Background: an optimization exercise with open tools, aiming at a short achievable clock period and few clock cycles per item. Do not read the settings as production practice.
Where RTL was checked, it was by simulation tests only, not by an equivalence proof against the original.
The clock input has no modelled driver; a real chip could not lean on it and would need a root buffer or a full tree.
Power is estimated from default activity; no workload was simulated.

Setup of oak:
// mem_arbiter_nport
module mem_arbiter_nport #(
    parameter int NUM_PORTS  = 4,
    parameter int BLOCK_SIZE = 32,
    parameter int ARB_MODE   = 1
) (
    input  logic                              clk,
    input  logic                              rst,
    input  logic [NUM_PORTS-1:0]              req_valid,
    input  logic [NUM_PORTS-1:0]              req_write,
    input  logic [NUM_PORTS-1:0]              req_single,
    input  logic [NUM_PORTS*32-1:0]           req_addr,
    input  logic [NUM_PORTS*BLOCK_SIZE*8-1:0] req_wdata,
    output logic [NUM_PORTS-1:0]              grant,
    output logic [NUM_PORTS-1:0]              resp_done,
    output logic [BLOCK_SIZE*8-1:0]           resp_rdata,
    output logic [31:0]                       addr,
    output logic                              write,
    output logic [31:0]                       wdata,
    output logic [1:0]                        transfer,
    input  logic [31:0]                       rdata,
    input  logic                              ready
);
    localparam int NP     = NUM_PORTS;
    localparam int WORDS  = BLOCK_SIZE / 4;
    localparam int LINE_W = BLOCK_SIZE * 8;
  ...
export LEC_CHECK = 0
export ABC_CLOCK_PERIOD_IN_PS = 1500
export CAP_MARGIN = 20
export CORE_AREA = 5 5 315 315
export DIE_AREA = 0 0 320 320
export SETUP_SLACK_MARGIN = 3.3
export SLEW_MARGIN = 20
create_clock -name core_clock -period 5.0 [get_ports {clk}]
standard.sh (not shown) runs the stock make flow with config.mk's settings and CLKGATE_MAP_FILE= SYNTH_SCRIPT=/design/flow/synth_recipe.tcl, a recipe that flattens the netlist after the stock synthesis.
==> flow/flow/run.sh <==
#!/bin/bash
# Standard ORFS flow with: fast port buffers (buffer_ports uses buf_4, and the resizer may
# change a cell's footprint); I/O pins allowed one routing track apart, with the clock pin
# alone in the middle of the left edge; and a two-level clock tree built by cts_tree.tcl in
# place of TritonCTS (the clock port drives four buffers, each driving the leaf buffers of
# one region of flip-flops); and after CTS, one more setup repair of the paths into the
# registers (post_cts.tcl). ORFS writes each step's log under orfs/logs; make's own output
# goes to make.log.
set -euo pipefail
die=$(grep -o 'DIE_AREA=0 0 [0-9.]* [0-9.]*' standard.sh | awk '{print $4}')
lo=$(awk -v h="$die" 'BEGIN{print int(h/2-10)}'); hi=$(awk -v h="$die" 'BEGIN{print int(h/2+10)}')
sed -e "s|\"\${@:-finish}\"|MATCH_CELL_FOOTPRINT=0 'BUFFER_PORTS_ARGS=-buffer_cell sky130_fd_sc_hd__buf_4' 'PLACE_PINS_ARGS=-min_distance 1 -min_distance_in_tracks -exclude left:$lo-$hi' PRE_IO_PLACEMENT_TCL=$PWD/flow/pins.tcl PRE_CTS_TCL=$PWD/flow/cts_tree.tcl POST_CTS_TCL=$PWD/flow/post_cts.tcl \"\${@:-finish}\"|" standard.sh > flow_standard.sh
bash flow_standard.sh finish > make.log 2>&1
==> flow/flow/cts_tree.tcl <==
# Manual clock tree: the clock port drives NG first-level clkbufs, each driving an equal share
# of the leaf clkbufs; each leaf clkbuf drives one k-means cluster of at most cap flip-flops.
proc mt_kmeans {pts K} {
  # pts: list of {x y}; returns {centers assign}
  set n [llength $pts]
  set sorted [lsort -real -index 0 $pts]
  set cx {}; set cy {}
  for {set k 0} {$k < $K} {incr k} {
    set s [lindex $sorted [expr {int(($k + 0.5) * $n / $K)}]]
    lappend cx [lindex $s 0]; lappend cy [lindex $s 1]
  }
  for {set iter 0} {$iter < 40} {incr iter} {
    set sx [lrepeat $K 0.0]; set sy [lrepeat $K 0.0]; set cnt [lrepeat $K 0]
    set assign {}
    foreach p $pts {
      set x [lindex $p 0]; set y [lindex $p 1]
      set best 0; set bd 1e30
      for {set k 0} {$k < $K} {incr k} {
        set d [expr {hypot($x-[lindex $cx $k], $y-[lindex $cy $k])}]
        if {$d < $bd} {set bd $d; set best $k}
      }
      lappend assign $best
      lset sx $best [expr {[lindex $sx $best]+$x}]
      lset sy $best [expr {[lindex $sy $best]+$y}]
      lset cnt $best [expr {[lindex $cnt $best]+1}]
    }
    for {set k 0} {$k < $K} {incr k} {
      if {[lindex $cnt $k] > 0} {
        lset cx $k [expr {[lindex $sx $k]/[lindex $cnt $k]}]
        lset cy $k [expr {[lindex $sy $k]/[lindex $cnt $k]}]
      }
    }
  }
  return [list $cx $cy $assign $cnt]
}

proc mt_buf {block master name x y inNet outNetName} {
  set inst [odb::dbInst_create $block $master $name]
  $inst setLocation [expr {int($x)}] [expr {int($y)}]
  $inst setPlacementStatus PLACED
  set net [odb::dbNet_create $block $outNetName]
  $net setSigType CLOCK
  [$inst findITerm A] connect $inNet
  [$inst findITerm X] connect $net
  return $net
}

proc mytree_build {K NG cap {leafMaster sky130_fd_sc_hd__clkbuf_16} {l1Master sky130_fd_sc_hd__clkbuf_16}} {
  set db [ord::get_db]
  set block [ord::get_db_block]
  set clkNet [$block findNet clk]
  set its {}; set pts {}
  foreach it [$clkNet getITerms] {
    set b [[$it getInst] getBBox]
    lappend its $it
    lappend pts [list [expr {([$b xMin]+[$b xMax])/2.0}] [expr {([$b yMin]+[$b yMax])/2.0}]]
  }
  lassign [mt_kmeans $pts $K] cx cy assign cnt
  # split clusters bigger than cap in two until none is
  while {1} {
    set big -1; set bigc $cap
    for {set k 0} {$k < [llength $cnt]} {incr k} { if {[lindex $cnt $k] > $bigc} { set big $k; set bigc [lindex $cnt $k] } }
    if {$big < 0} break
    set sub {}; set subi {}
    set i 0
    foreach p $pts a $assign { if {$a == $big} { lappend sub $p; lappend subi $i }; incr i }
    lassign [mt_kmeans $sub 2] scx scy sassign scnt
    set newk [llength $cnt]
    lset cx $big [lindex $scx 0]; lset cy $big [lindex $scy 0]; lset cnt $big [lindex $scnt 0]
    lappend cx [lindex $scx 1]; lappend cy [lindex $scy 1]; lappend cnt [lindex $scnt 1]
    foreach i $subi a $sassign { if {$a == 1} { lset assign $i $newk } }
  }
  set K [llength $cnt]
  set lpts {}; set lidx {}
  for {set k 0} {$k < $K} {incr k} {
    if {[lindex $cnt $k] > 0} { lappend lpts [list [lindex $cx $k] [lindex $cy $k]]; lappend lidx $k }
  }
  # balanced groups: leaves sorted by angle around their mean, cut into NG equal runs
  set mx 0.0; set my 0.0
  foreach p $lpts { set mx [expr {$mx + [lindex $p 0]}]; set my [expr {$my + [lindex $p 1]}] }
  set nl [llength $lpts]
  set mx [expr {$mx / $nl}]; set my [expr {$my / $nl}]
  set ang {}
  set i 0
  foreach p $lpts { lappend ang [list $i [expr {atan2([lindex $p 1] - $my, [lindex $p 0] - $mx)}]]; incr i }
  set ang [lsort -real -index 1 $ang]
  set gassign [lrepeat $nl 0]
  set gcnt [lrepeat $NG 0]; set gx [lrepeat $NG 0.0]; set gy [lrepeat $NG 0.0]
  set r 0
  foreach a $ang {
    set g [expr {$r * $NG / $nl}]
    set i [lindex $a 0]
    lset gassign $i $g
    lset gcnt $g [expr {[lindex $gcnt $g] + 1}]
    lset gx $g [expr {[lindex $gx $g] + [lindex $lpts $i 0]}]
    lset gy $g [expr {[lindex $gy $g] + [lindex $lpts $i 1]}]
    incr r
  }
  for {set g 0} {$g < $NG} {incr g} {
    lset gx $g [expr {[lindex $gx $g] / [lindex $gcnt $g]}]
    lset gy $g [expr {[lindex $gy $g] / [lindex $gcnt $g]}]
  }
  set leafM [$db findMaster $leafMaster]
  set l1M [$db findMaster $l1Master]
  set l1nets {}
  for {set g 0} {$g < $NG} {incr g} {
    if {[lindex $gcnt $g] == 0} { lappend l1nets {}; continue }
    lappend l1nets [mt_buf $block $l1M "mcts_l1_$g" [lindex $gx $g] [lindex $gy $g] $clkNet "mcts_l1_net_$g"]
  }
  set leafnet [dict create]
  foreach k $lidx g $gassign {
    dict set leafnet $k [mt_buf $block $leafM "mcts_leaf_$k" [lindex $cx $k] [lindex $cy $k] [lindex $l1nets $g] "mcts_leaf_net_$k"]
  }
  foreach it $its k $assign {
    $it disconnect
    $it connect [dict get $leafnet $k]
  }
  puts "mytree: [llength $its] sinks, [llength $lidx] leaves in $NG groups (sizes $gcnt), leaf sizes $cnt"
}
# Sourced by ORFS's cts.tcl before its clock_tree_synthesis call (PRE_CTS_TCL): build the
# tree here, then stand in for clock_tree_synthesis so that it only switches the clock to
# propagated, as clock_tree_synthesis does after building its own tree.
mytree_build 24 4 22
rename clock_tree_synthesis orfs_clock_tree_synthesis
proc clock_tree_synthesis {args} {
  set_propagated_clock [all_clocks]
  puts "clock tree built by cts_tree.tcl"
}
==> flow/flow/pins.tcl <==
# Put the clock pin in the middle of the left edge; PLACE_PINS_ARGS keeps the other pins
# out of the 20 um around it.
set die [[ord::get_db_block] getDieArea]
set mid [expr {([$die yMin] + [$die yMax]) / 2.0 / [[ord::get_db_tech] getDbUnitsPerMicron]}]
place_pin -pin_name clk -layer met3 -location [list 0 $mid] -pin_size {0.8 0.3} -force_to_die_boundary
==> flow/flow/post_cts.tcl <==
# Sourced by ORFS's cts.tcl after its own timing repair (POST_CTS_TCL). The paths to the
# output ports cannot be sped up by sizing, and repair_timing stops at the worst path, so the
# paths into the registers were left unrepaired. One more setup repair pass runs with the
# output delay lifted; then the output delay is put back as the SDC gives it.
set f [open $::env(RESULTS_DIR)/3_place.sdc]
set sdc [read $f]
close $f
if {![regexp {set_output_delay\s+([0-9.]+)} $sdc -> outDelay]} { error "no output delay in the SDC" }
set_output_delay 0 -clock [all_clocks] [all_outputs]
repair_timing -setup -setup_margin $::env(SETUP_SLACK_MARGIN) -repair_tns 100 -verbose
set_output_delay $outDelay -clock [all_clocks] [all_outputs]
detailed_placement
check_placement -verbose
estimate_parasitics -placement
report_worst_slack -max
oak: GRT-0116 in global routing -> run aborted
What pine does differently from oak at the input level:
--- a/flow/design.v
+++ b/flow/design.v
@@ -52,33 +52,27 @@
                     if (inRange) m[(s + i) % NP] = 1'b1;
                 end
             end
         end
         between = m;
     endfunction
     logic          commitR;
-    logic [NP-1:0] nxtA, nxtH;        
     logic          nxtVA, nxtVH;
-    logic [NP-1:0] dataA, dataH;      
-    logic [NP-1:0] dataHiA, dataHiH;  
     logic [NP-1:0] freeBtwA, freeBtwH;
     logic [NP-1:0] busyA, busyH;
     logic [NP-1:0] ptrPrev, nxtPrev;
     logic [NP-1:0] ptr;      
     logic [NP-1:0] nxt;      
     logic          nxtV;
     logic [NP-1:0] nxtLo;    
     logic [NP-1:0] nxtHi;    
     logic [NP-1:0] btwFree;  
     logic [NP-1:0] busy;     
     assign ptr     = commitR ? nxtPrev : ptrPrev;
-    assign nxt     = commitR ? nxtA : nxtH;
     assign nxtV    = commitR ? nxtVA : nxtVH;
-    assign nxtLo   = commitR ? dataA : dataH;
-    assign nxtHi   = commitR ? dataHiA : dataHiH;
     assign btwFree = commitR ? freeBtwA : freeBtwH;
     assign busy    = commitR ? busyA : busyH;
     logic             idle;       
     logic             selNew;     
     logic             last;       
     logic [NP-1:0]    owner;      
     logic [WORDS-1:0] beatOH;     
@@ -102,60 +96,51 @@
             newLine[LINE_W-1:LINE_W/2] = newLine[LINE_W-1:LINE_W/2] | (req_wdata[p*LINE_W + LINE_W/2 +: LINE_W/2] & {(LINE_W/2){nxtHi[p]}});
             newAddr   = newAddr | (req_addr[p*32 +: 32] & {32{nxtLo[p]}});
             newWrite  = newWrite | (req_write[p] & nxtLo[p]);
             newSingle = newSingle | (req_single[p] & nxtLo[p]);
         end
         newAddr = newSingle ? {newAddr[31:2], 2'b00} : {newAddr[31:5], 5'b0};
     end
-    logic [NP-1:0] pickA, pickH, freeA, freeH;
+    logic [NP-1:0] pickA, pickH, freeA, freeH, nxtN;
     always_comb begin
         pickA = rr_pick(cand & ~nxt, nxt);        
         pickH = rr_pick(cand, ptr);               
         freeA = ~((busy & ~resp_done) | nxt);
         freeH = ~(busy & ~resp_done);
+        nxtN  = commit ? pickA : pickH;
     end
     always_ff @(posedge clk or posedge rst) begin
         if (rst) begin
             commitR  <= 1'b0;
-            nxtA     <= '0;
-            nxtH     <= '0;
+            nxt      <= '0;
             nxtVA    <= 1'b0;
             nxtVH    <= 1'b0;
             freeBtwA <= between(NP'(1) << (NP - 1), '0);
             freeBtwH <= between(NP'(1) << (NP - 1), '0);
             busyA    <= '0;
             busyH    <= '0;
             ptrPrev  <= NP'(1) << (NP - 1);
             nxtPrev  <= NP'(1) << (NP - 1);
         end else begin
             commitR  <= commit;
-            nxtA     <= pickA;
-            nxtH     <= pickH;
+            nxt      <= nxtN;
             nxtVA    <= |(cand & ~nxt);
             nxtVH    <= |cand;
             freeBtwA <= between(nxt, pickA) & freeA;
             freeBtwH <= between(ptr, pickH) & freeH;
             busyA    <= ~freeA;
             busyH    <= ~freeH;
             ptrPrev  <= ptr;
             nxtPrev  <= nxt;
         end
     end
-    always_ff @(posedge clk) begin
-        dataA <= pickA;
-        dataH <= pickH;
-    end
-    always_ff @(posedge clk or posedge rst) begin
-        if (rst) begin
-            dataHiA <= '1;
-            dataHiH <= '1;
-        end else begin
-            dataHiA <= pickA;
-            dataHiH <= pickH;
-        end
+    always_ff @(posedge clk) nxtLo <= nxtN;
+    always_ff @(posedge clk or posedge rst) begin
+        if (rst) nxtHi <= '1;
+        else     nxtHi <= nxtN;
     end
     logic [1:0]        transferN;
     logic [NP-1:0]     grantN;
     logic              writeN;
     logic [31:0]       addrN;
     logic [31:0]       wdataN;
     always_comb begin
### Flow results
- Comparing oak and pine, the one run not ending clean was oak.
- Worst slack at placement: pine > oak
- Compared pine vs oak, and synthesized cell count is down in pine.
- pine vs oak: area after synthesis down slightly
- Taking oak as the reference, in pine cell count after placement decreased 0.72%, sequential share of the synthesized area essentially unchanged, weighted congestion at the end of routability-driven global placement decreased about 2.6%.
- Diff oak..pine | multiplexer area fraction after synthesis | negligible
- Of oak and pine, the run reporting the higher number of distinct standard cells referenced by the synthesized netlist was pine.
- Compared with oak, pine shows a lower post-synthesis compound-gate area fraction.
No functional check of the RTL was part of any run of this note. The clock cells of pine come from the design's own scripts or RTL, not from TritonCTS.


run a:
Another version of the RTL of mem_arbiter_nport (not shown whole).
Size: roughly 2400 cells after synthesis.
==> module mem_arbiter_nport, before the edit <==
module mem_arbiter_nport #(
    parameter int NUM_PORTS  = 4,
    parameter int BLOCK_SIZE = 32,
    parameter int ARB_MODE   = 1
) (
    input  logic                              clk,
    input  logic                              rst,
    input  logic [NUM_PORTS-1:0]              req_valid,
    input  logic [NUM_PORTS-1:0]              req_write,
    input  logic [NUM_PORTS-1:0]              req_single,
    input  logic [NUM_PORTS*32-1:0]           req_addr,
    input  logic [NUM_PORTS*BLOCK_SIZE*8-1:0] req_wdata,
    output logic [NUM_PORTS-1:0]              grant,
    output logic [NUM_PORTS-1:0]              resp_done,
    output logic [BLOCK_SIZE*8-1:0]           resp_rdata,
    output logic [31:0]                       addr,
    output logic                              write,
    output logic [31:0]                       wdata,
    output logic [1:0]                        transfer,
    input  logic [31:0]                       rdata,
    input  logic                              ready
);
    localparam int NP     = NUM_PORTS;
    localparam int WORDS  = BLOCK_SIZE / 4;
    localparam int LINE_W = BLOCK_SIZE * 8;
    function automatic logic [NP-1:0] rr_pick(input logic [NP-1:0] req, input logic [NP-1:0] after);
        logic [NP-1:0] pick;
        logic          found;
        pick = '0;
        for (int s = 0; s < NP; s++) begin
            if (after[s]) begin
                found = 1'b0;
                for (int i = 1; i <= NP; i++) begin
                    if (!found && req[(s + i) % NP]) begin
                        pick[(s + i) % NP] = 1'b1;
                        found = 1'b1;
                    end
                end
            end
        end
        rr_pick = pick;
    endfunction
    function automatic logic [NP-1:0] between(input logic [NP-1:0] a, input logic [NP-1:0] b);
        logic [NP-1:0] m;
        logic          inRange;
        m = '0;
        for (int s = 0; s < NP; s++) begin
            if (a[s]) begin
                inRange = 1'b1;
                for (int i = 1; i < NP; i++) begin
                    if (b[(s + i) % NP]) inRange = 1'b0;
                    if (inRange) m[(s + i) % NP] = 1'b1;
                end
            end
        end
        between = m;
    endfunction
    logic [NP-1:0] ptr;      
    logic [NP-1:0] nxt;      
    logic          nxtV;
    logic [NP-1:0] nxtLo;    
    logic [NP-1:0] nxtHi;    
    logic [NP-1:0] btw;      
    logic [NP-1:0] busy;     
    logic             idle;       
    logic             selNew;     
    logic             last;       
    logic [NP-1:0]    owner;      
    logic [WORDS-1:0] beatOH;     
    logic [WORDS-1:0] capture;    
    logic [LINE_W-1:32] lineHi;   
    logic [NP-1:0] cand;
    logic          go, commit;
    assign go     = idle || ready;
    assign cand   = req_valid & ~busy;
    assign commit = nxtV && !(|(cand & btw)) && go && selNew;
    logic [LINE_W-1:0] newLine;
    logic [31:0]       newAddr;
    logic              newWrite, newSingle;
    always_comb begin
        newLine   = '0;
        newAddr   = '0;
        newWrite  = 1'b0;
        newSingle = 1'b0;
        for (int p = 0; p < NP; p++) begin
            newLine[LINE_W/2-1:0] = newLine[LINE_W/2-1:0] | (req_wdata[p*LINE_W +: LINE_W/2] & {(LINE_W/2){nxtLo[p]}});
            newLine[LINE_W-1:LINE_W/2] = newLine[LINE_W-1:LINE_W/2] | (req_wdata[p*LINE_W + LINE_W/2 +: LINE_W/2] & {(LINE_W/2){nxtHi[p]}});
            newAddr   = newAddr | (req_addr[p*32 +: 32] & {32{nxtLo[p]}});
            newWrite  = newWrite | (req_write[p] & nxtLo[p]);
            newSingle = newSingle | (req_single[p] & nxtLo[p]);
        end
        newAddr = newSingle ? {newAddr[31:2], 2'b00} : {newAddr[31:5], 5'b0};
    end
    logic [NP-1:0] nxtN;
    logic          nxtVN;
    always_comb begin
        if (commit) begin
            nxtN  = rr_pick(cand & ~nxt, nxt);
            nxtVN = |(cand & ~nxt);
        end else begin
            nxtN  = rr_pick(cand, ptr);
            nxtVN = |cand;
        end
    end
    always_ff @(posedge clk or posedge rst) begin
        if (rst) begin
            ptr  <= NP'(1) << (NP - 1);
            nxt  <= '0;
            nxtV <= 1'b0;
            busy <= '0;
            btw  <= between(NP'(1) << (NP - 1), '0);
        end else begin
            busy <= (busy & ~resp_done) | (commit ? nxt : '0);
            nxt  <= nxtN;
            nxtV <= nxtVN;
            if (commit) begin
                ptr <= nxt;
                btw <= between(nxt, nxtN);
            end else begin
                btw <= between(ptr, nxtN);
            end
        end
    end
    always_ff @(posedge clk) nxtLo <= nxtN;
    always_ff @(posedge clk or posedge rst) begin
        if (rst) nxtHi <= '1;
        else     nxtHi <= nxtN;
    end
    logic [1:0]        transferN;
    logic [NP-1:0]     grantN;
    logic              writeN;
    logic [31:0]       addrN;
    logic [LINE_W-1:0] lineN;
    always_comb begin
        if (selNew) begin
            transferN = commit ? 2'b10 : 2'b00;
            grantN    = nxtLo;
            writeN    = newWrite;
            addrN     = newAddr;
            lineN     = newLine;
        end else begin
            transferN = 2'b11;
            grantN    = grant;
            writeN    = write;
            addrN     = {addr[31:5], addr[4:2] + 3'd1, addr[1:0]};
            lineN     = {lineHi[LINE_W-1 -: 32], lineHi};
        end
    end
    always_ff @(posedge clk or posedge rst) begin
        if (rst) begin
            transfer  <= 2'b00;
            idle      <= 1'b1;
            selNew    <= 1'b1;
            capture   <= '0;
            owner     <= '0;
            resp_done <= '0;
            grant     <= '0;
            write     <= 1'b0;
            addr      <= '0;
            wdata     <= '0;
        end else begin
            resp_done <= (!idle && last && ready) ? owner : '0;
            if (go) begin
                transfer <= transferN;
                grant    <= grantN;
                write    <= writeN;
                addr     <= addrN;
                wdata    <= lineN[31:0];
                if (selNew) begin
                    idle    <= !commit;
                    selNew  <= !commit || newSingle;
                    capture <= (commit && !newWrite) ? WORDS'(1) : '0;
                    owner   <= nxt;
                end else begin
                    selNew  <= beatOH[WORDS-2];
                    capture <= capture << 1;
                end
            end
        end
    end
    always_ff @(posedge clk) begin
        if (go) begin
            lineHi <= lineN[LINE_W-1:32];
            if (selNew) begin
                last   <= newSingle;
                beatOH <= WORDS'(1);
            end else begin
                last   <= beatOH[WORDS-2];
                beatOH <= beatOH << 1;
            end
        end
    end
    always_ff @(posedge clk or posedge rst) begin
        if (rst) begin
            resp_rdata <= '0;
        end else begin
            for (int w = 0; w < WORDS; w++)
                if (capture[w]) resp_rdata[w*32 +: 32] <= rdata;
        end
    end
endmodule
Settings: LEC_CHECK=0, ABC_CLOCK_PERIOD_IN_PS=1500, CAP_MARGIN=20, CORE_AREA=5 5 315 315, DIE_AREA=0 0 320 320, SETUP_SLACK_MARGIN=3.3, SLEW_MARGIN=20; clock period 5.0 ns.
==> flow/flow/run.sh <==
#!/bin/bash
# Standard ORFS flow with fast port buffers (buffer_ports uses buf_4, and the resizer may
# change a cell's footprint), I/O pins allowed one routing track apart, and the clock pin
# alone in the middle of the left edge.
set -euo pipefail
die=$(grep -o 'DIE_AREA=0 0 [0-9.]* [0-9.]*' standard.sh | awk '{print $4}')
lo=$(awk -v h="$die" 'BEGIN{print int(h/2-10)}'); hi=$(awk -v h="$die" 'BEGIN{print int(h/2+10)}')
sed -e "s|\"\${@:-finish}\"|MATCH_CELL_FOOTPRINT=0 'BUFFER_PORTS_ARGS=-buffer_cell sky130_fd_sc_hd__buf_4' 'PLACE_PINS_ARGS=-min_distance 1 -min_distance_in_tracks -exclude left:$lo-$hi' PRE_IO_PLACEMENT_TCL=$PWD/flow/pins.tcl \"\${@:-finish}\"|" standard.sh > flow_standard.sh
bash flow_standard.sh finish > make.log 2>&1
Scripts as last shown in full above: flow/flow/pins.tcl
Run a finished every stage and its layout cleared the timing, design-rule and antenna checks.
Testbench counts of run a, summed over its fixed seeds: cycles 12,747, items 2,048.
> inputs changed (run a -> run b)
diff --git a/flow/design.v b/flow/design.v
--- a/flow/design.v
+++ b/flow/design.v
@@ -22,8 +22,9 @@
 );
     localparam int NP     = NUM_PORTS;
     localparam int WORDS  = BLOCK_SIZE / 4;
     localparam int LINE_W = BLOCK_SIZE * 8;
+    localparam int NSEL   = NP * WORDS;
     function automatic logic [NP-1:0] rr_pick(input logic [NP-1:0] req, input logic [NP-1:0] after);
         logic [NP-1:0] pick;
         logic          found;
         pick = '0;
@@ -53,8 +54,14 @@
                 end
             end
         end
         between = m;
+    endfunction
+    function automatic logic [NSEL-1:0] word_sel(input logic [NP-1:0] port, input int w);
+        logic [NSEL-1:0] s;
+        s = '0;
+        for (int p = 0; p < NP; p++) s[p*WORDS + w] = port[p];
+        word_sel = s;
     endfunction
     logic [NP-1:0] ptr;      
     logic [NP-1:0] nxt;      
     logic          nxtV;
@@ -67,25 +74,27 @@
     logic             last;       
     logic [NP-1:0]    owner;      
     logic [WORDS-1:0] beatOH;     
     logic [WORDS-1:0] capture;    
-    logic [LINE_W-1:32] lineHi;   
+    logic [NSEL-1:0]  contSel;    
     logic [NP-1:0] cand;
     logic          go, commit;
     assign go     = idle || ready;
     assign cand   = req_valid & ~busy;
     assign commit = nxtV && !(|(cand & btw)) && go && selNew;
-    logic [LINE_W-1:0] newLine;
+    logic [NSEL-1:0]   wsel;
+    logic [31:0]       nextWdata;
     logic [31:0]       newAddr;
     logic              newWrite, newSingle;
     always_comb begin
-        newLine   = '0;
+        wsel      = selNew ? word_sel(nxtHi, 0) : contSel;
+        nextWdata = '0;
+        for (int i = 0; i < NSEL; i++)
+            nextWdata = nextWdata | (req_wdata[i*32 +: 32] & {32{wsel[i]}});
         newAddr   = '0;
         newWrite  = 1'b0;
         newSingle = 1'b0;
         for (int p = 0; p < NP; p++) begin
-            newLine[LINE_W/2-1:0] = newLine[LINE_W/2-1:0] | (req_wdata[p*LINE_W +: LINE_W/2] & {(LINE_W/2){nxtLo[p]}});
-            newLine[LINE_W-1:LINE_W/2] = newLine[LINE_W-1:LINE_W/2] | (req_wdata[p*LINE_W + LINE_W/2 +: LINE_W/2] & {(LINE_W/2){nxtHi[p]}});
             newAddr   = newAddr | (req_addr[p*32 +: 32] & {32{nxtLo[p]}});
             newWrite  = newWrite | (req_write[p] & nxtLo[p]);
             newSingle = newSingle | (req_single[p] & nxtLo[p]);
         end
@@ -129,22 +138,19 @@
     logic [1:0]        transferN;
     logic [NP-1:0]     grantN;
     logic              writeN;
     logic [31:0]       addrN;
-    logic [LINE_W-1:0] lineN;
     always_comb begin
         if (selNew) begin
             transferN = commit ? 2'b10 : 2'b00;
             grantN    = nxtLo;
             writeN    = newWrite;
             addrN     = newAddr;
-            lineN     = newLine;
         end else begin
             transferN = 2'b11;
             grantN    = grant;
             writeN    = write;
             addrN     = {addr[31:5], addr[4:2] + 3'd1, addr[1:0]};
-            lineN     = {lineHi[LINE_W-1 -: 32], lineHi};
         end
     end
     always_ff @(posedge clk or posedge rst) begin
         if (rst) begin
@@ -164,9 +170,9 @@
                 transfer <= transferN;
                 grant    <= grantN;
                 write    <= writeN;
                 addr     <= addrN;
-                wdata    <= lineN[31:0];
+                wdata    <= nextWdata;
                 if (selNew) begin
                     idle    <= !commit;
                     selNew  <= !commit || newSingle;
                     capture <= (commit && !newWrite) ? WORDS'(1) : '0;
@@ -179,15 +185,16 @@
         end
     end
     always_ff @(posedge clk) begin
         if (go) begin
-            lineHi <= lineN[LINE_W-1:32];
             if (selNew) begin
                 last   <= newSingle;
-                beatOH <= WORDS'(1);
+                beatOH  <= WORDS'(1);
+                contSel <= word_sel(nxtHi, 1);
             end else begin
                 last   <= beatOH[WORDS-2];
-                beatOH <= beatOH << 1;
+                beatOH  <= beatOH << 1;
+                contSel <= contSel << 1;
             end
         end
     end
     always_ff @(posedge clk or posedge rst) begin
### Flow results
Delta (run b minus run a): per-cell via count in the routed design rose by 6.7%, worst hold slack went up by 0.097 ns. Taking run a as the reference, in run b cell area after placement now sits lower, routed wire length now sits higher, cell leakage power shows a reduction of about 12%, switching power went down by 0.48 mW, number of clock buffers inserted by TritonCTS down 26. Compared with run a, in run b initial standard-cell utilization of the core lower, number of global-route vias before repair lower, layout buffer count excluding clock buffers higher, cell total after placement lower, data required time of the critical path higher. Comparing run a and run b, the higher flip-flop and latch count is on run a.
Function not checked in run b: the RTL went through the layout flow alone.

afterwards: timing with drivers on the ports:
No port has a modelled driver above. Below, the same layouts with a new extraction and two added sets of constraints.
Step 1 sets driving cells, clkbuf_16 on the clock port and buf_2 on the other inputs (assumed; they add their load-dependent delay and slew).
Step 2 moves the port delays by t, midway between the first and last clock arrival at a register: inputs arrive t later, outputs are due t later. That takes back most of the time a late clock gives input paths.
a / b / c = no drivers / after step 1 / after step 2; a / b = the first two.
run | t, ns | setup slack, ns | worst setup path at the end
pine | 0.522 | 2.928 / 2.892 / 2.464 | input to register
run a | 0.668 | 2.807 / 2.754 / 2.312 | input to register
run b | 0.634 | 2.420 / 2.420 / 1.931 | input to register
After both steps setup and hold are still met in every run listed. The setup slack of run a, which loses most, moves by -0.053 ns with the drivers and by -0.495 ns with both steps.
